Source: an optimization exercise on an open RTL-to-GDS flow (aim: small area). Production flows keep margins and buffers that such runs may drop. Where RTL was checked, it was by simulation tests only, not by an equivalence proof against the original. No functional check of the RTL was part of run 3. Power figures rest on the tool's default switching activity, not on a simulated workload.

==> flow/design.v <==
package rename_pkg;
  localparam int ARCH_REGS = 32;
  localparam int PHYS_REGS = 64;
  localparam int AREG_W = 5;
  localparam int PREG_W = 6;
  localparam int SLOTS = 2;
  localparam int RQ_DEPTH = 16;
  localparam int RQ_PTR_W = 4;
  localparam int RQ_CNT_W = 5;
  localparam int FREE_CNT_W = 7;
  localparam logic [6:0] OPC_OP = 7'b0110011;
  localparam logic [6:0] OPC_IMM = 7'b0010011;
  typedef struct packed {
    logic [6:0] funct7;
    logic [4:0] rs2;
    logic [4:0] rs1;
    logic [2:0] funct3;
    logic [4:0] rd;
    logic [6:0] opcode;
  } insn_r_t;
  typedef struct packed {
    logic [11:0] imm12;
    logic [4:0] rs1;
    logic [2:0] funct3;
    logic [4:0] rd;
    logic [6:0] opcode;
  } insn_i_t;
  typedef union packed {
    insn_r_t r;
    insn_i_t i;
  } insn_word_t;
endpackage
import rename_pkg::*;
module insn_decode (
  input  logic clk,
  input  logic rst,
  input  logic in_valid,
  output logic in_ready,
  input  logic [rename_pkg::SLOTS-1:0] in_slot_en,
  input  logic [rename_pkg::SLOTS-1:0][31:0] in_insn,
  output logic dec_valid,
  input  logic dec_ready,
  output logic [rename_pkg::SLOTS-1:0] dec_slot_en,
  output logic [rename_pkg::SLOTS-1:0][rename_pkg::AREG_W-1:0] dec_rs1,
  output logic [rename_pkg::SLOTS-1:0][rename_pkg::AREG_W-1:0] dec_rs2,
  output logic [rename_pkg::SLOTS-1:0] dec_rs2_en,
  output logic [rename_pkg::SLOTS-1:0][rename_pkg::AREG_W-1:0] dec_rd,
  output logic [rename_pkg::SLOTS-1:0] dec_wr_en
);
  logic [SLOTS-1:0] is_op;
  logic [SLOTS-1:0] is_imm;
  logic [SLOTS-1:0] nxt_rs2_en;
  logic [SLOTS-1:0] nxt_wr_en;
  always_comb begin
    for (int s = 0; s < SLOTS; s++) begin
      is_op[s] = in_insn[s][6:0] == OPC_OP;
      is_imm[s] = in_insn[s][6:0] == OPC_IMM;
      nxt_rs2_en[s] = in_slot_en[s] && is_op[s];
      nxt_wr_en[s] = in_slot_en[s] && (is_op[s] || is_imm[s]) && (in_insn[s][11:7] != '0);
    end
  end
  assign in_ready = !dec_valid || dec_ready;
  always_ff @(posedge clk) begin
    if (rst) begin
      dec_valid <= 1'b0;
    end else if (in_ready) begin
      dec_valid <= in_valid;
    end
  end
  always_ff @(posedge clk) begin
    if (in_ready) begin
      dec_slot_en <= in_slot_en;
      dec_rs2_en <= nxt_rs2_en;
      dec_wr_en <= nxt_wr_en;
      for (int s = 0; s < SLOTS; s++) begin
        dec_rs1[s] <= in_insn[s][19:15];
        dec_rs2[s] <= in_insn[s][24:20];
        dec_rd[s] <= in_insn[s][11:7];
      end
    end
  end
endmodule
import rename_pkg::*;
module rename_map (
  input  logic clk,
  input  logic rst,
  input  logic [rename_pkg::SLOTS-1:0][rename_pkg::AREG_W-1:0] rs1,
  input  logic [rename_pkg::SLOTS-1:0][rename_pkg::AREG_W-1:0] rs2,
  input  logic [rename_pkg::SLOTS-1:0][rename_pkg::AREG_W-1:0] rd,
  input  logic [rename_pkg::SLOTS-1:0] wr_en,
  input  logic wr_fire,
  input  logic [rename_pkg::SLOTS-1:0][rename_pkg::PREG_W-1:0] new_preg,
  output logic [rename_pkg::SLOTS-1:0][rename_pkg::PREG_W-1:0] psrc1,
  output logic [rename_pkg::SLOTS-1:0][rename_pkg::PREG_W-1:0] psrc2,
  output logic [rename_pkg::SLOTS-1:0][rename_pkg::PREG_W-1:0] pold
);
  logic [ARCH_REGS-1:0][PREG_W-1:0] map_q;
  logic [ARCH_REGS-1:1][PREG_W-1:0] map_r;
  assign map_q[0] = '0;
  assign map_q[ARCH_REGS-1:1] = map_r;
  always_comb begin
    for (int s = 0; s < SLOTS; s++) begin
      psrc1[s] = map_q[rs1[s]];
      psrc2[s] = map_q[rs2[s]];
      pold[s] = map_q[rd[s]];
      for (int o = 0; o < s; o++) begin
        if (wr_en[o] && rd[o] == rs1[s]) psrc1[s] = new_preg[o];
        if (wr_en[o] && rd[o] == rs2[s]) psrc2[s] = new_preg[o];
        if (wr_en[o] && rd[o] == rd[s]) pold[s] = new_preg[o];
      end
    end
  end
  logic [SLOTS-1:0][PREG_W-1:0] wd_zero;
  logic [SLOTS-1:0][PREG_W-1:0] wd_one;
  logic [ARCH_REGS-1:1] we_any;
  logic [ARCH_REGS-1:1] we_last;
  always_comb begin
    for (int s = 0; s < SLOTS; s++) begin
      wd_zero[s] = rst ? '0 : new_preg[s];
      wd_one[s] = rst ? '1 : new_preg[s];
    end
    for (int a = 1; a < ARCH_REGS; a++) begin
      we_last[a] = wr_en[1] && rd[1] == AREG_W'(a);
      we_any[a] = rst || (wr_fire && (we_last[a] || (wr_en[0] && rd[0] == AREG_W'(a))));
    end
  end
  always_ff @(posedge clk) begin
    for (int a = 1; a < ARCH_REGS; a++) begin
      if (we_any[a]) begin
        for (int b = 0; b < PREG_W; b++) begin
          if (a & (1 << b)) map_r[a][b] <= we_last[a] ? wd_one[1][b] : wd_one[0][b];
          else map_r[a][b] <= we_last[a] ? wd_zero[1][b] : wd_zero[0][b];
        end
      end
    end
  end
endmodule
import rename_pkg::*;
module free_list (
  input  logic clk,
  input  logic rst,
  input  logic alloc_fire,
  input  logic [rename_pkg::SLOTS-1:0] alloc_en,
  input  logic [rename_pkg::SLOTS-1:0] alloc_wr,
  input  logic [rename_pkg::SLOTS-1:0][rename_pkg::PREG_W-1:0] alloc_pold,
  output logic [rename_pkg::SLOTS-1:0][rename_pkg::PREG_W-1:0] alloc_preg,
  input  logic commit_fire,
  input  logic commit_two,
  output logic [rename_pkg::SLOTS-1:0] free_en,
  output logic [rename_pkg::SLOTS-1:0][rename_pkg::PREG_W-1:0] free_preg
);
  localparam int HALF = RQ_DEPTH / 2;
  localparam int HPTR_W = RQ_PTR_W - 1;
  logic [1:0][HALF-1:0][PREG_W:0] bank_q;
  logic [RQ_PTR_W-1:0] free_ptr;
  logic [RQ_PTR_W-1:0] old_ptr;
  logic [1:0][HPTR_W-1:0] f_rows;
  logic [1:0][HPTR_W-1:0] o_rows;
  logic [1:0][PREG_W:0] f_bank;
  logic [1:0][PREG_W:0] o_bank;
  logic [1:0][PREG_W:0] f_pair;
  logic [1:0][PREG_W:0] o_pair;
  assign f_rows[0] = free_ptr[RQ_PTR_W-1:1] + HPTR_W'(free_ptr[0]);
  assign f_rows[1] = free_ptr[RQ_PTR_W-1:1];
  assign o_rows[0] = old_ptr[RQ_PTR_W-1:1] + HPTR_W'(old_ptr[0]);
  assign o_rows[1] = old_ptr[RQ_PTR_W-1:1];
  always_comb begin
    for (int b = 0; b < 2; b++) begin
      f_bank[b] = bank_q[b][f_rows[b]];
      o_bank[b] = bank_q[b][o_rows[b]];
    end
    f_pair[0] = free_ptr[0] ? f_bank[1] : f_bank[0];
    f_pair[1] = free_ptr[0] ? f_bank[0] : f_bank[1];
    o_pair[0] = old_ptr[0] ? o_bank[1] : o_bank[0];
    o_pair[1] = old_ptr[0] ? o_bank[0] : o_bank[1];
  end
  assign alloc_preg[0] = f_pair[0][PREG_W-1:0];
  assign alloc_preg[1] = alloc_en[0] ? f_pair[1][PREG_W-1:0] : f_pair[0][PREG_W-1:0];
  assign free_preg[0] = o_pair[0][PREG_W-1:0];
  assign free_preg[1] = o_pair[1][PREG_W-1:0];
  assign free_en[0] = commit_fire && o_pair[0][PREG_W];
  assign free_en[1] = commit_fire && commit_two && o_pair[1][PREG_W];
  logic [1:0] e_take;
  logic [1:0] e_wr;
  logic [1:0][PREG_W-1:0] e_pold;
  always_comb begin
    e_take[0] = alloc_en[0] || alloc_en[1];
    e_wr[0] = alloc_en[0] ? alloc_wr[0] : alloc_wr[1];
    e_pold[0] = alloc_en[0] ? alloc_pold[0] : alloc_pold[1];
    e_take[1] = alloc_en[0] && alloc_en[1];
    e_wr[1] = alloc_wr[1];
    e_pold[1] = alloc_pold[1];
  end
  logic [1:0] b_take;
  logic [1:0] b_wr;
  logic [1:0][PREG_W-1:0] b_pold;
  always_comb begin
    for (int b = 0; b < 2; b++) begin
      b_take[b] = alloc_fire && (free_ptr[0] == b[0] ? e_take[0] : e_take[1]);
      b_wr[b] = free_ptr[0] == b[0] ? e_wr[0] : e_wr[1];
      b_pold[b] = free_ptr[0] == b[0] ? e_pold[0] : e_pold[1];
    end
  end
  always_ff @(posedge clk) begin
    if (rst) begin
      free_ptr <= '0;
      old_ptr <= '0;
    end else begin
      if (alloc_fire) begin
        free_ptr <= free_ptr + RQ_PTR_W'(alloc_en[0]) + RQ_PTR_W'(alloc_en[1]);
      end
      if (commit_fire) begin
        old_ptr <= old_ptr + (commit_two ? RQ_PTR_W'(2) : RQ_PTR_W'(1));
      end
    end
  end
  logic [1:0][PREG_W-1:0] wd_zero;
  logic [1:0][PREG_W-1:0] wd_one;
  logic [1:0][HALF-1:0] row_we;
  logic [1:0][HALF-1:0] row_take;
  always_comb begin
    for (int b = 0; b < 2; b++) begin
      wd_zero[b] = rst ? '0 : b_pold[b];
      wd_one[b] = rst ? '1 : b_pold[b];
      for (int r = 0; r < HALF; r++) begin
        row_take[b][r] = b_take[b] && f_rows[b] == HPTR_W'(r);
        row_we[b][r] = rst || (row_take[b][r] && b_wr[b]);
      end
    end
  end
  always_ff @(posedge clk) begin
    for (int b = 0; b < 2; b++) begin
      for (int r = 0; r < HALF; r++) begin
        if (row_we[b][r]) begin
          for (int i = 0; i < PREG_W; i++) begin
            if ((ARCH_REGS + 2 * r + b) & (1 << i)) bank_q[b][r][i] <= wd_one[b][i];
            else bank_q[b][r][i] <= wd_zero[b][i];
          end
        end
        if (row_take[b][r]) begin
          bank_q[b][r][PREG_W] <= b_wr[b];
        end
      end
    end
  end
endmodule
import rename_pkg::*;
module rename_stage (
  input  logic clk,
  input  logic rst,
  input  logic dec_valid,
  output logic dec_ready,
  input  logic [rename_pkg::SLOTS-1:0] dec_slot_en,
  input  logic [rename_pkg::SLOTS-1:0][rename_pkg::AREG_W-1:0] dec_rs1,
  input  logic [rename_pkg::SLOTS-1:0][rename_pkg::AREG_W-1:0] dec_rs2,
  input  logic [rename_pkg::SLOTS-1:0] dec_rs2_en,
  input  logic [rename_pkg::SLOTS-1:0][rename_pkg::AREG_W-1:0] dec_rd,
  input  logic [rename_pkg::SLOTS-1:0] dec_wr_en,
  input  logic rq_room,
  output logic dec_move,
  output logic ren_valid,
  input  logic ren_ready,
  output logic ren_fire,
  output logic [rename_pkg::SLOTS-1:0] ren_slot_en,
  output logic [rename_pkg::SLOTS-1:0] ren_src2_en,
  output logic [rename_pkg::SLOTS-1:0] ren_wr_en,
  output logic [rename_pkg::SLOTS-1:0][rename_pkg::AREG_W-1:0] r_rs1,
  output logic [rename_pkg::SLOTS-1:0][rename_pkg::AREG_W-1:0] r_rs2,
  output logic [rename_pkg::SLOTS-1:0][rename_pkg::AREG_W-1:0] r_rd
);
  logic out_free;
  assign out_free = !ren_valid || ren_ready;
  assign dec_ready = out_free && rq_room;
  assign dec_move = dec_valid && dec_ready;
  assign ren_fire = ren_valid && ren_ready;
  always_ff @(posedge clk) begin
    if (rst) begin
      ren_valid <= 1'b0;
    end else if (out_free) begin
      ren_valid <= dec_move;
    end
  end
  always_ff @(posedge clk) begin
    if (out_free) begin
      ren_slot_en <= dec_slot_en;
      ren_src2_en <= dec_rs2_en;
      ren_wr_en <= dec_wr_en;
      r_rs1 <= dec_rs1;
      r_rs2 <= dec_rs2;
      r_rd <= dec_rd;
    end
  end
endmodule
import rename_pkg::*;
module retire_queue (
  input  logic clk,
  input  logic rst,
  input  logic push_fire,
  input  logic [rename_pkg::SLOTS-1:0] push_en,
  output logic room,
  input  logic commit_valid,
  input  logic commit_two,
  output logic commit_ready,
  output logic commit_fire
);
  logic [RQ_CNT_W-1:0] count_q;
  logic [RQ_CNT_W-1:0] num_push;
  logic [RQ_CNT_W-1:0] num_pop;
  assign num_push = RQ_CNT_W'(push_en[0]) + RQ_CNT_W'(push_en[1]);
  assign room = count_q + num_push <= RQ_CNT_W'(RQ_DEPTH);
  assign commit_ready = (count_q != '0) && (!commit_two || count_q != RQ_CNT_W'(1));
  assign commit_fire = commit_valid && commit_ready;
  assign num_pop = commit_fire ? (commit_two ? RQ_CNT_W'(2) : RQ_CNT_W'(1)) : '0;
  always_ff @(posedge clk) begin
    if (rst) begin
      count_q <= '0;
    end else begin
      count_q <= count_q + (push_fire ? num_push : '0) - num_pop;
    end
  end
endmodule
import rename_pkg::*;
module rename_top (
  input  logic clk,
  input  logic rst,
  input  logic in_valid,
  output logic in_ready,
  input  logic [rename_pkg::SLOTS-1:0] in_slot_en,
  input  logic [rename_pkg::SLOTS-1:0][31:0] in_insn,
  output logic ren_valid,
  input  logic ren_ready,
  output logic [rename_pkg::SLOTS-1:0] ren_slot_en,
  output logic [rename_pkg::SLOTS-1:0][rename_pkg::PREG_W-1:0] ren_pdst,
  output logic [rename_pkg::SLOTS-1:0][rename_pkg::PREG_W-1:0] ren_psrc1,
  output logic [rename_pkg::SLOTS-1:0][rename_pkg::PREG_W-1:0] ren_psrc2,
  output logic [rename_pkg::SLOTS-1:0] ren_src2_en,
  output logic [rename_pkg::SLOTS-1:0][rename_pkg::PREG_W-1:0] ren_pold,
  output logic [rename_pkg::SLOTS-1:0] ren_wr_en,
  input  logic commit_valid,
  input  logic commit_two,
  output logic commit_ready,
  output logic [rename_pkg::SLOTS-1:0] freed_en,
  output logic [rename_pkg::SLOTS-1:0][rename_pkg::PREG_W-1:0] freed_preg
);
  logic dec_valid;
  logic dec_ready;
  logic dec_move;
  logic [SLOTS-1:0] dec_slot_en;
  logic [SLOTS-1:0][AREG_W-1:0] dec_rs1;
  logic [SLOTS-1:0][AREG_W-1:0] dec_rs2;
  logic [SLOTS-1:0] dec_rs2_en;
  logic [SLOTS-1:0][AREG_W-1:0] dec_rd;
  logic [SLOTS-1:0] dec_wr_en;
  logic ren_fire;
  logic [SLOTS-1:0][AREG_W-1:0] r_rs1;
  logic [SLOTS-1:0][AREG_W-1:0] r_rs2;
  logic [SLOTS-1:0][AREG_W-1:0] r_rd;
  logic rq_room;
  logic commit_fire;
  insn_decode u_insn_decode (
    .clk(clk), .rst(rst),
    .in_valid(in_valid), .in_ready(in_ready),
    .in_slot_en(in_slot_en), .in_insn(in_insn),
    .dec_valid(dec_valid), .dec_ready(dec_ready),
    .dec_slot_en(dec_slot_en), .dec_rs1(dec_rs1), .dec_rs2(dec_rs2),
    .dec_rs2_en(dec_rs2_en), .dec_rd(dec_rd), .dec_wr_en(dec_wr_en)
  );
  rename_stage u_rename_stage (
    .clk(clk), .rst(rst),
    .dec_valid(dec_valid), .dec_ready(dec_ready),
    .dec_slot_en(dec_slot_en), .dec_rs1(dec_rs1), .dec_rs2(dec_rs2),
    .dec_rs2_en(dec_rs2_en), .dec_rd(dec_rd), .dec_wr_en(dec_wr_en),
    .rq_room(rq_room), .dec_move(dec_move),
    .ren_valid(ren_valid), .ren_ready(ren_ready), .ren_fire(ren_fire),
    .ren_slot_en(ren_slot_en), .ren_src2_en(ren_src2_en), .ren_wr_en(ren_wr_en),
    .r_rs1(r_rs1), .r_rs2(r_rs2), .r_rd(r_rd)
  );
  rename_map u_rename_map (
    .clk(clk), .rst(rst),
    .rs1(r_rs1), .rs2(r_rs2), .rd(r_rd),
    .wr_en(ren_wr_en), .wr_fire(ren_fire), .new_preg(ren_pdst),
    .psrc1(ren_psrc1), .psrc2(ren_psrc2), .pold(ren_pold)
  );
  free_list u_free_list (
    .clk(clk), .rst(rst),
    .alloc_fire(ren_fire), .alloc_en(ren_slot_en), .alloc_wr(ren_wr_en),
    .alloc_pold(ren_pold), .alloc_preg(ren_pdst),
    .commit_fire(commit_fire), .commit_two(commit_two),
    .free_en(freed_en), .free_preg(freed_preg)
  );
  retire_queue u_retire_queue (
    .clk(clk), .rst(rst),
    .push_fire(dec_move), .push_en(dec_slot_en),
    .room(rq_room),
    .commit_valid(commit_valid), .commit_two(commit_two),
    .commit_ready(commit_ready), .commit_fire(commit_fire)
  );
endmodule
==> flow/flow/run.sh <==
#!/bin/bash
set -euo pipefail
bash standard.sh \
  "BUFFER_PORTS_ARGS=-buffer_cell sky130_fd_sc_hd__buf_1" \
  "CTS_ARGS=-sink_clustering_enable -repair_clock_nets -dont_use_dummy_load -buf_list sky130_fd_sc_hd__clkbuf_4 -sink_clustering_size 8 -sink_clustering_max_diameter 40" \
  finish > flow_make.log 2>&1
==> flow/standard.sh <==
#!/bin/bash
# synth_recipe.tcl (not shown) runs the flow's synth.tcl, then flattens the netlist and writes it again
# the make line also repeats each setting of config.mk as NAME=value (left out here)
make -C /OpenROAD-flow-scripts/flow DESIGN_CONFIG=/design/flow/config.mk WORK_HOME=/design/flow/orfs CLKGATE_MAP_FILE= SYNTH_SCRIPT=/design/flow/synth_recipe.tcl "${@:-finish}"
==> flow/config.mk <==
export PLATFORM = sky130hd
export DESIGN_NAME = rename_top
export DESIGN_NICKNAME = rename_top
export VERILOG_FILES = /design/flow/design.v
export SDC_FILE = /design/flow/constraint.sdc
export NUM_CORES = 4
export LEC_CHECK = 0
export CAP_MARGIN = 20
export CORE_MARGIN = 2
export CORE_UTILIZATION = 60
export SLEW_MARGIN = 20
export SYNTH_HIERARCHICAL = 1
==> flow/constraint.sdc <==
create_clock -name core_clock -period 7.0 [get_ports {clk}]
set_input_delay 1.4000 -clock core_clock [delete_from_list [all_inputs] [get_ports {clk}]]
set_output_delay 1.4000 -clock core_clock [all_outputs]
set_load 0.01 [all_outputs]
==> results of run 1 <==
-- modules after synthesis, one instance, submodules excluded, a selection --
| module | copies in the design | flops+latches |
|---|---|---|
| insn_decode | 1 | 37 |
| retire_queue | 1 | 5 |
| rename_map | 1 | 186 |
| rename_stage | 1 | 37 |
| free_list | 1 | 120 |
-- cell families after synthesis --
family,synth area share [%]
buf+inv,3.96
simple gates,9.10
mux,34.5
compound gates,8.52
flops,41.7
fa+ha+maj,1.26
xor+xnor,0.929
-- per-layer routing --
metal  global-route usage (%)  vias to the layer above
met5                        0                        -
met4                     30.0                        0
met3                     13.0                      438
met2                     63.7                     1758
met1                     53.9                    10500
li1                         -                     8478
-- stage by stage --
step | utilization [%] | cells | setup WS, ns | hold WS (ns) | instance area, sq um
floorplan | - | 2082 | 2.65 | 0.400 | 27300
global placement | 62.3 | 2655 | 1.88 | 0.401 | 28100
detailed placement | 62.3 | 2656 | 1.84 | 0.405 | 28200
CTS | 63.5 | 2725 | 0.970 | 0.407 | 28700
global route | 63.6 | 2728 | 0.816 | 0.416 | 28700
finish | 63.6 | 2729 | 1.03 | 0.408 | 28700
-- area by class of cell --
| type | count | share of cell area, % |
|---|---|---|
| inverter | 32 | 0.418 |
| multi-input combinational | 1453 | 51.9 |
| tap | 600 | 2.61 |
| clock buffer | 69 | 1.80 |
| antenna | 2 | 0.0174 |
| timing repair buffer | 188 | 3.58 |
| sequential | 385 | 39.7 |
-- cells in the final DEF (no fill, tap or decap), types with 34 or more instances in the layout --
| master | n |
|---|---|
| nor2_1 | 110 |
| nand2_1 | 108 |
| edfxtp_1 | 370 |
| nor3_1 | 106 |
| nor2b_1 | 34 |
| a21oi_1 | 102 |
| buf_4 | 60 |
| clkbuf_4 | 70 |
| nand2b_1 | 50 |
| o21ai_0 | 82 |
| mux2i_1 | 160 |
| buf_1 | 121 |
| mux2_2 | 63 |
| mux4_2 | 305 |
-- sequential cells by signal, summed over array words and instances (netlist names) --
signal	cells
u_insn_decode.dec_rd	10
u_rename_stage.ren_wr_en	2
u_rename_stage.ren_valid	1
u_rename_stage.r_rs2	10
u_free_list.free_ptr	4
u_insn_decode.dec_rs1	10
u_free_list.bank_q	112
u_rename_stage.r_rd	10
u_insn_decode.dec_rs2	10
u_insn_decode.dec_valid	1
u_free_list.old_ptr	4
u_rename_stage.ren_src2_en	2
u_rename_stage.ren_slot_en	2
u_insn_decode.dec_wr_en	2
u_insn_decode.dec_rs2_en	2
u_rename_stage.r_rs1	10
u_insn_decode.dec_slot_en	2
u_retire_queue.count_q	5
u_rename_map.map_r	186
-- worst paths after layout --
check	start	end	slack (ns)	cells past startpoint
max	u_free_list.free_ptr[1]	ren_psrc2[7]	1.03	9
min	u_insn_decode.dec_rd[6]	u_rename_stage.r_rd[6]	0.41	0
max reg2reg	u_free_list.free_ptr[1]	u_rename_map.map_r[140]	2.61	7
min reg2reg	u_insn_decode.dec_rd[6]	u_rename_stage.r_rd[6]	0.41	0
-- critical path, stage by stage (launching register included) --
cell and delay, ns:
dfxtp_1 0.86, ha_1 0.81, mux4_1 0.40, mux2_2 0.18, nor2_1 0.05, a21oi_2 0.59
buf_4 0.36, nor2_1 0.07, a31oi_1 0.20, buf_1 0.27
-- report_power, final --
part           internal, mW  leakage (nW)  switching [mW]
Sequential             2.99          3.76           0.413
Clock                 0.451         0.317           0.787
Combinational          1.66          5.59            2.23
Total                  5.10          9.67            3.43
==> results.toml, run 1 <==
[cts]
htreeDepth = 3
post_cts_resized = 0
cts_buffers = 69
cts_root_buffer = "clkbuf_4"
cts_sinks = 385
clk_path_buf_depth = 3
cts_tree = "yes"
postCtsSetupRepairBufs = 0
worstSkewPairLatency_ns = 0.84
clk_pin_slew_ns = 0.09
cts_hold_repair.buffers = 0

[yosys]
synthCells = 2082
syn_area_per_cell_sq_um = 13.1
synth.largest_area_cell = "edfxtp_1"
dominantRegCellSynth = "edfxtp_1"
syn_nets = 2177
synth_edf_count = 370
synth.top_cell.area_share_pct = 40.6
ys_warn_count = 11
synthTopCellsByArea = "edfxtp_1 41%, mux4_2 25%, mux2i_1 5.9%, mux2_2 2.6%, a21oi_1 2.0%"
ys_types = 85
yosysMostFrequentCell = "edfxtp_1"
ys_seq_area_share_pct = 41.7
syn_area_sq_um = 27300
synth_common_cells = "370 x edfxtp_1, 305 x mux4_2, 160 x mux2i_1"
yosys_register_bits = 385
async_flop_share_pct = 0

[detailed_routing]
wl_met1_microns = 33900
vias = 21200
wl_met2_microns = 44300
drt-initial-drc-count = 3030
wl_microns = 99700
drc_errors = 0
via_per_inst = 7.75
wl_per_cell_microns = 36.5
highest_layer = "met4"
ant_nets = 0
met3WireLength_microns = 13600
drt_first_pass_iters = 7

[die]
core_region_area_sq_um = 45200
fp.dieW_microns = 217
ios = 143
start_util_pct = 60.5
die_y_microns = 217
rows = 78
fp.dieArea_sq_um = 47300

[sta]
fin_skew_ns = 0.113
timing.fmax_ghz = 0.167
final-setup-viol-count = 0
rsz0062_at_grt = "no"
hold_violations = 0
worst_pin_slew_ns = 1.35
slew_viol_final = 0
final.setup.tns_ns = 0
fin_crit_sh_pct = 85.3
fin_crit_ns = 5.97
slew_headroom_pct = 9.79

[worst_hold_path]
hold_class = "reg -> reg"

[layout]
multiInputGateArea_sq_um = 14900
fillers = 3505
area_growth_pct = 5.07
layout-drive-gt1-share_pct = 25.8
regArea_sq_um = 11400
nets = 2224

[setup_path]
start_kind = "flip-flop"
arrival_ns = 4.57
critical_path_class = "reg -> out"
required_ns = 5.60
cp-end-kind = "output port"
path_max_fanout = 23

[run_status]
status = "complete, no violations"

[global_routing]
grt_pass1_vias = 20400
grtUsageTotal_pct = 42.8
grt_antenna_before_repair = 1
grt_pass1_wl_microns = 142000
grt-ovfl-total = 0
grt_max_degree = 146

[placed_design]
portBuffers = 122
gp_congestion = 0.991
post-dp-hpwl_microns = 67300

[power]
power_density_nw_per_um2 = 297
power.total_mw = 8.52
p_leak_nw = 9.67
ir_worst_vdd_mv = 0.190

[job]
drv_cap = 0
==> run 2: changes to the inputs <==
==> flow/flow/run.sh (replaced) <==
#!/bin/bash
set -euo pipefail
bash standard.sh \
  "BUFFER_PORTS_ARGS=-buffer_cell sky130_fd_sc_hd__buf_1" \
  "CTS_ARGS=-sink_clustering_enable -repair_clock_nets -dont_use_dummy_load -buf_list sky130_fd_sc_hd__clkbuf_4 -sink_clustering_size 10 -sink_clustering_max_diameter 50" \
  finish > flow_make.log 2>&1
--- a/flow/config.mk
+++ b/flow/config.mk
@@ -6,7 +6,7 @@
 export NUM_CORES = 4
 export LEC_CHECK = 0
-export CAP_MARGIN = 20
+export CAP_MARGIN = 10
 export CORE_MARGIN = 2
 export CORE_UTILIZATION = 60
-export SLEW_MARGIN = 20
+export SLEW_MARGIN = 10
 export SYNTH_HIERARCHICAL = 1
==> run 2 against run 1 <==
Against the previous run: via count fell by 0.42%; clock power fell by 11%; sequential power barely moved; die area did not move; critical path depth fell by 1; setup slack got worse by 0.25 ns; area after synthesis did not move; non-clock buffer count fell by 3; synthesized cell count did not move; combinational power fell by 1%; critical path type unchanged; largest cell class unchanged; highest routed layer is now met5.
==> results.toml, run 2 <==
[run_status]
status = "complete, no violations"

[sta]
final-setup-viol-count = 0
fin_skew_ns = 0.141
worst_pin_slew_ns = 1.40
worst_slack_ns = 0.777
slew_viol_final = 0
final.setup.tns_ns = 0
fin_crit_sh_pct = 88.9
slew_headroom_pct = 6.46
fin_crit_ns = 6.22
hold_violations = 0
rsz0062_at_grt = "no"
timing.fmax_ghz = 0.161

[layout]
instances_no_fill = 2710
largest_register_ff_count = 186
area_growth_pct = 4.34
layout-drive-gt1-share_pct = 25.0
top_regs = "u_rename_map.map_r: 186 flops, u_free_list.bank_q: 112 flops"
layout_common_cells = "370 x edfxtp_1, 305 x mux4_2, 160 x mux2i_1"
registers.top_by_ff_count = "u_rename_map.map_r"
fillers = 3541
final_common_cell = "edfxtp_1"
nets = 2204

[detailed_routing]
drt-initial-drc-count = 3261
ant_nets = 0
via_per_inst = 7.77
wl_per_cell_microns = 36.6
drt_first_pass_iters = 6
vias = 21100
wl_microns = 99300
drc_errors = 0

[job]
drv_cap = 0

[yosys]
synthCells = 2082
synth_common_cells = "370 x edfxtp_1, 305 x mux4_2, 160 x mux2i_1"
syn_area_sq_um = 27300
ys_seq_area_share_pct = 41.7
yosys_register_bits = 385
synth_edf_count = 370
synthTopCellsByArea = "edfxtp_1 41%, mux4_2 25%, mux2i_1 5.9%, mux2_2 2.6%, a21oi_1 2.0%"
yosysMostFrequentCell = "edfxtp_1"
syn_area_per_cell_sq_um = 13.1
ys_warn_count = 11
dominantRegCellSynth = "edfxtp_1"
syn_nets = 2177
synth.top_cell.area_share_pct = 40.6
synth.largest_area_cell = "edfxtp_1"
async_flop_share_pct = 0
ys_types = 85

[setup_path]
arrival_ns = 4.82
critical_path.cell_chain = "ha_1 -> mux4_1 -> mux2_2 -> nor2_1 -> a21oi_2 -> nor2_1 -> a31oi_1 -> buf_1"
path_max_fanout = 23
start_kind = "flip-flop"
r2r_slack_ns = 2.41
crit_buf_inv = 1
rr_worst_depth = 9
crit_top_cell = "nor2_1"
critical_path_class = "reg -> out"
cpLargestDelayFamily = "compound AO/OA/AOI/OAI gates"
worst_path_max_delay_cell = "a21oi_2"
required_ns = 5.60
max_stage_delay_ns = 0.98
cp-end-kind = "output port"
worstReg2RegEnd = "u_free_list.bank_q[0]"
timing.rr.start = "u_free_list.free_ptr[1]"

[die]
rows = 78
ios = 143
fp.dieArea_sq_um = 47300
fp.dieW_microns = 217
start_util_pct = 60.5
core_region_area_sq_um = 45200
die_y_microns = 217

[placed_design]
gp_congestion = 0.991
dp_cells = 2655
dp_worst_setup_slack_ns = 1.85
portBuffers = 122
post-dp-hpwl_microns = 66900

[power]
power_density_nw_per_um2 = 293
clkPwrFrac_pct = 13.2
p_seq_share_pct = 40.8
p_int_mw = 4.97
p_switching_mw = 3.39
p_leak_nw = 9.55
p_comb_share_pct = 46.0
swShare_pct = 40.5
ir_worst_vdd_mv = 0.198

[worst_hold_path]
min_from = "u_insn_decode.dec_rs1[6]"
holdPathStages = 0
hold_path_end = "u_rename_stage.r_rs1[6]"
hold_class = "reg -> reg"

[cts]
cts_hold_repair.buffers = 0
cts_tree = "yes"
worstSkewPairLatency_ns = 0.91
clk_path_buf_depth = 3
htreeDepth = 2
cts_root_buffer = "clkbuf_4"
postCtsSetupRepairBufs = 0
cts_buffers = 52
post_cts_resized = 0
clk_pin_slew_ns = 0.11
cts_sinks = 385

[global_routing]
grt_antenna_before_repair = 5
grt_pass1_vias = 20000
grt_max_degree = 146
grtUsageTotal_pct = 42.5
grt-ovfl-total = 0
grt_pass1_wl_microns = 141000
[run 2: cell counts after synthesis]
No cell type changed its count.
[run 2: area by class of cell]
cell class	count	area (sq um)	share of cell area, %
timing repair buffer	185	972	3.41
inverter	32	120	0.421
antenna	3	7.51	0.0263
multi-input combinational	1453	14900	52.2
tap	600	751	2.63
clock buffer	52	390	1.37
sequential	385	11400	40.0
[run 2: cell families after synthesis]
| group | share of synthesized area [%] |
|---|---|
| adder cells (fa/ha/maj) | 1.26 |
| AO/OA/AOI/OAI | 8.52 |
| flip-flops | 41.7 |
| AND/OR/NAND/NOR | 9.10 |
| buffers and inverters | 3.96 |
| multiplexers | 34.5 |
| XOR/XNOR | 0.929 |
[run 2: power groups by stage]
stage               Sequential (mW)  Clock, mW  Combinational (mW)
finish                         3.41       1.10                3.84
global route                   3.44       1.20                4.00
CTS                            3.38       1.12                3.75
detailed placement             3.43          0                3.74
global placement               3.40          0                3.69
floorplan                      3.21          0                2.64
[run 2: per-stage QoR]
| stage | area (sq um) | hold slack (ns) | utilization (%) | power [mW] |
|---|---|---|---|---|
| final | 28500 | 0.421 | 63.1 | 8.35 |
| after global routing | 28500 | 0.427 | 63.1 | 8.63 |
| after CTS | 28500 | 0.421 | 63.1 | 8.24 |
| after detailed placement | 28100 | 0.405 | 62.3 | 7.17 |
| after global placement | 28100 | 0.401 | 62.3 | 7.09 |
| after floorplan | 27300 | 0.400 | - | 5.85 |
[run 2: routing by layer]
| layer | vias up | global-route usage, % | wire (microns) |
|---|---|---|---|
| li1 | 8430 | - | - |
| met1 | 10300 | 54.2 | 33300 |
| met2 | 1848 | 63.7 | 44300 |
| met3 | 442 | 13.2 | 14000 |
| met4 | 4 | 26.8 | 7630 |
| met5 | - | 0 | 27 |
[run 2: how the worst max path moves through the flow]
stage,end,depth (start not counted),from
floorplan,in_ready,3,ren_ready
global placement,ren_psrc2[6],8,u_free_list.free_ptr[1]
detailed placement,ren_psrc2[6],8,u_free_list.free_ptr[1]
CTS,ren_psrc2[6],8,u_free_list.free_ptr[1]
global route,ren_psrc2[6],8,u_free_list.free_ptr[1]
finish,ren_psrc2[6],8,u_free_list.free_ptr[1]
[run 2: Yosys stat by module (local to each module, per instance), a selection]
module,times used,cells inside,cell area (sq um)
free_list,1,444,6450
insn_decode,1,53,1200
rename_map,1,1483,18000
rename_stage,1,43,1150
retire_queue,1,59,536
[run 2: worst reg2reg max path: stages (launching register included)]
cell	delay (ns)
dfxtp_1	0.86
ha_1	0.81
mux4_1	0.41
mux2_2	0.18
nor2_1	0.05
a21oi_2	0.98
nand2_1	0.11
o31ai_1	0.30
mux2i_1	0.25
nor2_1	0.38
==> run 3: changes to the inputs <==
--- a/flow/design.v
+++ b/flow/design.v
@@ -95,13 +95,18 @@
   output logic [rename_pkg::SLOTS-1:0][rename_pkg::PREG_W-1:0] pold
 );
-  logic [ARCH_REGS-1:0][PREG_W-1:0] map_q;
   logic [ARCH_REGS-1:1][PREG_W-1:0] map_r;
-  assign map_q[0] = '0;
-  assign map_q[ARCH_REGS-1:1] = map_r;
+  logic [SLOTS-1:0][PREG_W-1:0] rd_src1;
+  logic [SLOTS-1:0][PREG_W-1:0] rd_src2;
+  logic [SLOTS-1:0][PREG_W-1:0] rd_old;
+  for (genvar g = 0; g < SLOTS; g++) begin : g_port
+    map_read u_src1 (.map(map_r), .idx(rs1[g]), .preg(rd_src1[g]));
+    map_read u_src2 (.map(map_r), .idx(rs2[g]), .preg(rd_src2[g]));
+    map_read u_old (.map(map_r), .idx(rd[g]), .preg(rd_old[g]));
+  end
   always_comb begin
     for (int s = 0; s < SLOTS; s++) begin
-      psrc1[s] = map_q[rs1[s]];
-      psrc2[s] = map_q[rs2[s]];
-      pold[s] = map_q[rd[s]];
+      psrc1[s] = rd_src1[s];
+      psrc2[s] = rd_src2[s];
+      pold[s] = rd_old[s];
       for (int o = 0; o < s; o++) begin
         if (wr_en[o] && rd[o] == rs1[s]) psrc1[s] = new_preg[o];
@@ -136,4 +141,13 @@
   end
 endmodule
+module map_read (
+  input  logic [rename_pkg::ARCH_REGS-1:1][rename_pkg::PREG_W-1:0] map,
+  input  logic [rename_pkg::AREG_W-1:0] idx,
+  output logic [rename_pkg::PREG_W-1:0] preg
+);
+  logic [rename_pkg::ARCH_REGS-1:0][rename_pkg::PREG_W-1:0] full;
+  assign full = {map, rename_pkg::PREG_W'(0)};
+  assign preg = full[idx];
+endmodule
 import rename_pkg::*;
 module free_list (
==> flow/flow/run.sh (replaced) <==
#!/bin/bash
set -euo pipefail
bash standard.sh \
  "BUFFER_PORTS_ARGS=-buffer_cell sky130_fd_sc_hd__buf_1" \
  "CTS_ARGS=-sink_clustering_enable -repair_clock_nets -dont_use_dummy_load -buf_list sky130_fd_sc_hd__clkbuf_8 -sink_clustering_size 16 -sink_clustering_max_diameter 60" \
  finish > flow_make.log 2>&1
--- a/flow/config.mk
+++ b/flow/config.mk
@@ -6,7 +6,7 @@
 export NUM_CORES = 4
 export LEC_CHECK = 0
-export CAP_MARGIN = 10
+export CAP_MARGIN = 20
 export CORE_MARGIN = 2
 export CORE_UTILIZATION = 60
-export SLEW_MARGIN = 10
+export SLEW_MARGIN = 20
 export SYNTH_HIERARCHICAL = 1
==> run 3 against run 2 <==
Against the previous run: via count is 1.6% higher; cell area is 2.5% higher; total power is 2.9% higher; still clean on timing, DRC and antenna; largest cell class unchanged; register-to-register slack better by 0.35 ns; area after synthesis is 3.4% higher; die area is 3.3% higher; global-route usage is 2.0 points lower; critical endpoint is now ren_pold[7]; combinational power is 5% higher; clock power is 11% higher.
==> results.toml, run 3 <==
[run_status]
status = "complete, no violations"

[die]
fp.dieW_microns = 221
core_region_area_sq_um = 46600
die_y_microns = 221
ios = 143
rows = 79
fp.dieArea_sq_um = 48900
start_util_pct = 60.7

[setup_path]
crit_buf_inv = 2
critical_path_class = "reg -> out"
arrival_ns = 4.02
cp-end-kind = "output port"
critical_path.cell_chain = "buf_4 -> mux4_2 -> a22o_1 -> o21ai_1 -> o31ai_1 -> mux2_2 -> buf_1"
max_stage_delay_ns = 0.89
start_kind = "flip-flop"
path_max_fanout = 30
cpLargestDelayFamily = "compound AO/OA/AOI/OAI gates"
required_ns = 5.60
worst_path_max_delay_cell = "edfxtp_1"

[power]
swShare_pct = 40.7
clkPwrFrac_pct = 14.1
p_leak_nw = 10.3
p_switching_mw = 3.50
power_density_nw_per_um2 = 294
p_comb_share_pct = 46.7
p_int_mw = 5.10
p_seq_share_pct = 39.2
ir_worst_vdd_mv = 0.240
power.total_mw = 8.60

[cts]
cts_tree = "yes"
cts_root_buffer = "clkbuf_8"
postCtsSetupRepairBufs = 0
clk_pin_slew_ns = 0.10
post_cts_resized = 0
cts_sinks = 385
worstSkewPairLatency_ns = 0.64
clk_path_buf_depth = 3
cts_buffers = 36
htreeDepth = 2
cts_hold_repair.buffers = 0

[global_routing]
grtUsageTotal_pct = 40.5
grt_pass1_wl_microns = 142000
grt-ovfl-total = 0
grt_antenna_before_repair = 2
grt_pass1_vias = 20400
grt_max_degree = 149

[layout]
registers.top_by_ff_count = "u_rename_map.map_r"
diodes = 0
nets = 2214
largest_register_ff_count = 186
area_growth_pct = 3.44
final_common_cell = "edfxtp_1"
fillers = 3602
layout-drive-gt1-share_pct = 23.9
layout_common_cells = "370 x edfxtp_1, 211 x mux2i_1, 205 x mux4_2"
top_regs = "u_rename_map.map_r: 186 flops, u_free_list.bank_q: 112 flops"

[yosys]
ys_warn_count = 11
synthCells = 2105
synth_common_cells = "370 x edfxtp_1, 211 x mux2i_1, 205 x mux4_2"
syn_area_per_cell_sq_um = 13.4
synth.largest_area_cell = "edfxtp_1"
yosys_register_bits = 385
syn_nets = 2200
synth.top_cell.area_share_pct = 39.3
yosysMostFrequentCell = "edfxtp_1"
ys_seq_area_share_pct = 40.4
synthTopCellsByArea = "edfxtp_1 39%, mux4_2 16%, mux2i_1 7.5%, mux4_1 4.7%, mux2_2 3.9%"
async_flop_share_pct = 0
ys_types = 83
syn_area_sq_um = 28300
synth_edf_count = 370
dominantRegCellSynth = "edfxtp_1"

[placed_design]
portBuffers = 122
gp_congestion = 1.01
post-dp-hpwl_microns = 68400

[worst_hold_path]
hold_class = "reg -> reg"

[sta]
final-setup-viol-count = 0
hold_violations = 0
fin_crit_sh_pct = 77.4
final.setup.tns_ns = 0
worst_pin_slew_ns = 1.24
fin_skew_ns = 0.0793
slew_viol_final = 0
rsz0062_at_grt = "no"
slew_headroom_pct = 16.9
timing.fmax_ghz = 0.185
fin_crit_ns = 5.42

[detailed_routing]
drt-initial-drc-count = 3465
wl_microns = 101000
via_per_inst = 7.86
drt_first_pass_iters = 6
vias = 21400
met3WireLength_microns = 13500
highest_layer = "met5"
ant_nets = 0
wl_met2_microns = 44100
wl_met1_microns = 36600
wl_per_cell_microns = 36.9
drc_errors = 0

[job]
drv_cap = 0
run 3: cells by family (layout without fill, tap and decap cells):
| group | Yosys count | in the layout | synth area share, % |
|---|---|---|---|
| compound gates | 477 | 477 | 11.9 |
| mux | 569 | 569 | 32.6 |
| buf+inv | 225 | 237 | 4.85 |
| fa+ha+maj | 25 | 25 | 1.22 |
| xor+xnor | 26 | 26 | 0.899 |
| simple gates | 398 | 398 | 8.15 |
| flops | 385 | 385 | 40.4 |
run 3: cell type report:
class                           count  area (sq um)  share of cell area (%)
Multi-Input combinational cell   1495         15500                    53.0
Sequential cell                   385         11400                    39.0
Timing Repair Buffer              177           973                    3.33
Tap cell                          607           759                    2.60
Clock buffer                       36           495                    1.69
Inverter                           24          90.1                   0.308
run 3: power by group through the flow:
stage	Combinational [mW]	Clock, mW	Sequential [mW]
global route	4.15	1.30	3.40
detailed placement	3.88	0	3.40
floorplan	2.77	0	3.22
CTS	3.89	1.23	3.35
finish	4.02	1.22	3.37
global placement	3.83	0	3.37
run 3: stage by stage:
step	worst slack (ns)	hold slack (ns)	utilization [%]	instances	area [sq um]
after CTS	1.75	0.412	62.8	2722	29200
after global routing	1.60	0.400	62.8	2724	29200
final	1.58	0.415	62.8	2724	29200
after floorplan	2.65	0.400	-	2105	28300
after detailed placement	2.46	0.405	61.7	2686	28700
after global placement	2.44	0.404	61.7	2686	28700
run 3: final timing paths:
path                                 start                      end  slack, ns  cells past startpoint
hold / removal    u_insn_decode.dec_rs1[8]  u_rename_stage.r_rs1[8]       0.41                      0
setup / recovery    u_rename_stage.r_rd[7]              ren_pold[7]       1.58                      7
setup reg to reg    u_rename_stage.r_rd[7]  u_free_list.bank_q[108]       2.76                      8
hold reg to reg   u_insn_decode.dec_rs1[8]  u_rename_stage.r_rs1[8]       0.41                      0
run 3: metal layers:
layer	up-vias	global-route usage [%]
met2	1660	60.0
met3	319	11.3
met4	2	21.4
met5	-	0
li1	8633	-
met1	10800	54.8
run 3: per-module statistics from Yosys, one instance, submodules excluded, a selection:
module | area (sq um) | cells
rename_map | 9120 | 727
insn_decode | 1200 | 53
free_list | 6450 | 437
map_read | 1640 | 131
retire_queue | 536 | 59
rename_stage | 1150 | 43

static timing again, ports no longer ideal:
The results above use ideal ports. As a check the final layouts listed here were re-extracted and re-timed, cells and wires unchanged.
Step 1 (the two cells are an assumption about what drives the block):
set clk [get_ports {clk}]
set_driving_cell -lib_cell sky130_fd_sc_hd__clkbuf_16 $clk
set_driving_cell -lib_cell sky130_fd_sc_hd__buf_2 [delete_from_list [all_inputs] $clk]
Step 2 moves the port delays by t, midway between the first and last clock arrival at a register: inputs arrive t later, outputs are due t later. That takes back most of the time a late clock gives input paths.
Three values: ideal, step 1, step 2; two values: the first two.
| run | t, ns | slack for setup (ns) | hold slack, ns | worst setup path at the end | worst slew at a driven data input, ns |
|---|---|---|---|---|---|
| run 1 | 0.839 | 1.028 / 0.973 / 1.812 | 0.408 / 0.408 / 0.408 | register to output | 0.06 |
| run 2 | 0.898 | 0.777 / 0.724 / 1.622 | 0.421 / 0.421 / 0.421 | register to output | 0.06 |
| run 3 | 0.660 | 1.581 / 1.521 / 2.181 | 0.415 / 0.415 / 0.415 | register to output | 0.06 |
After both steps setup and hold are still met in every run listed.
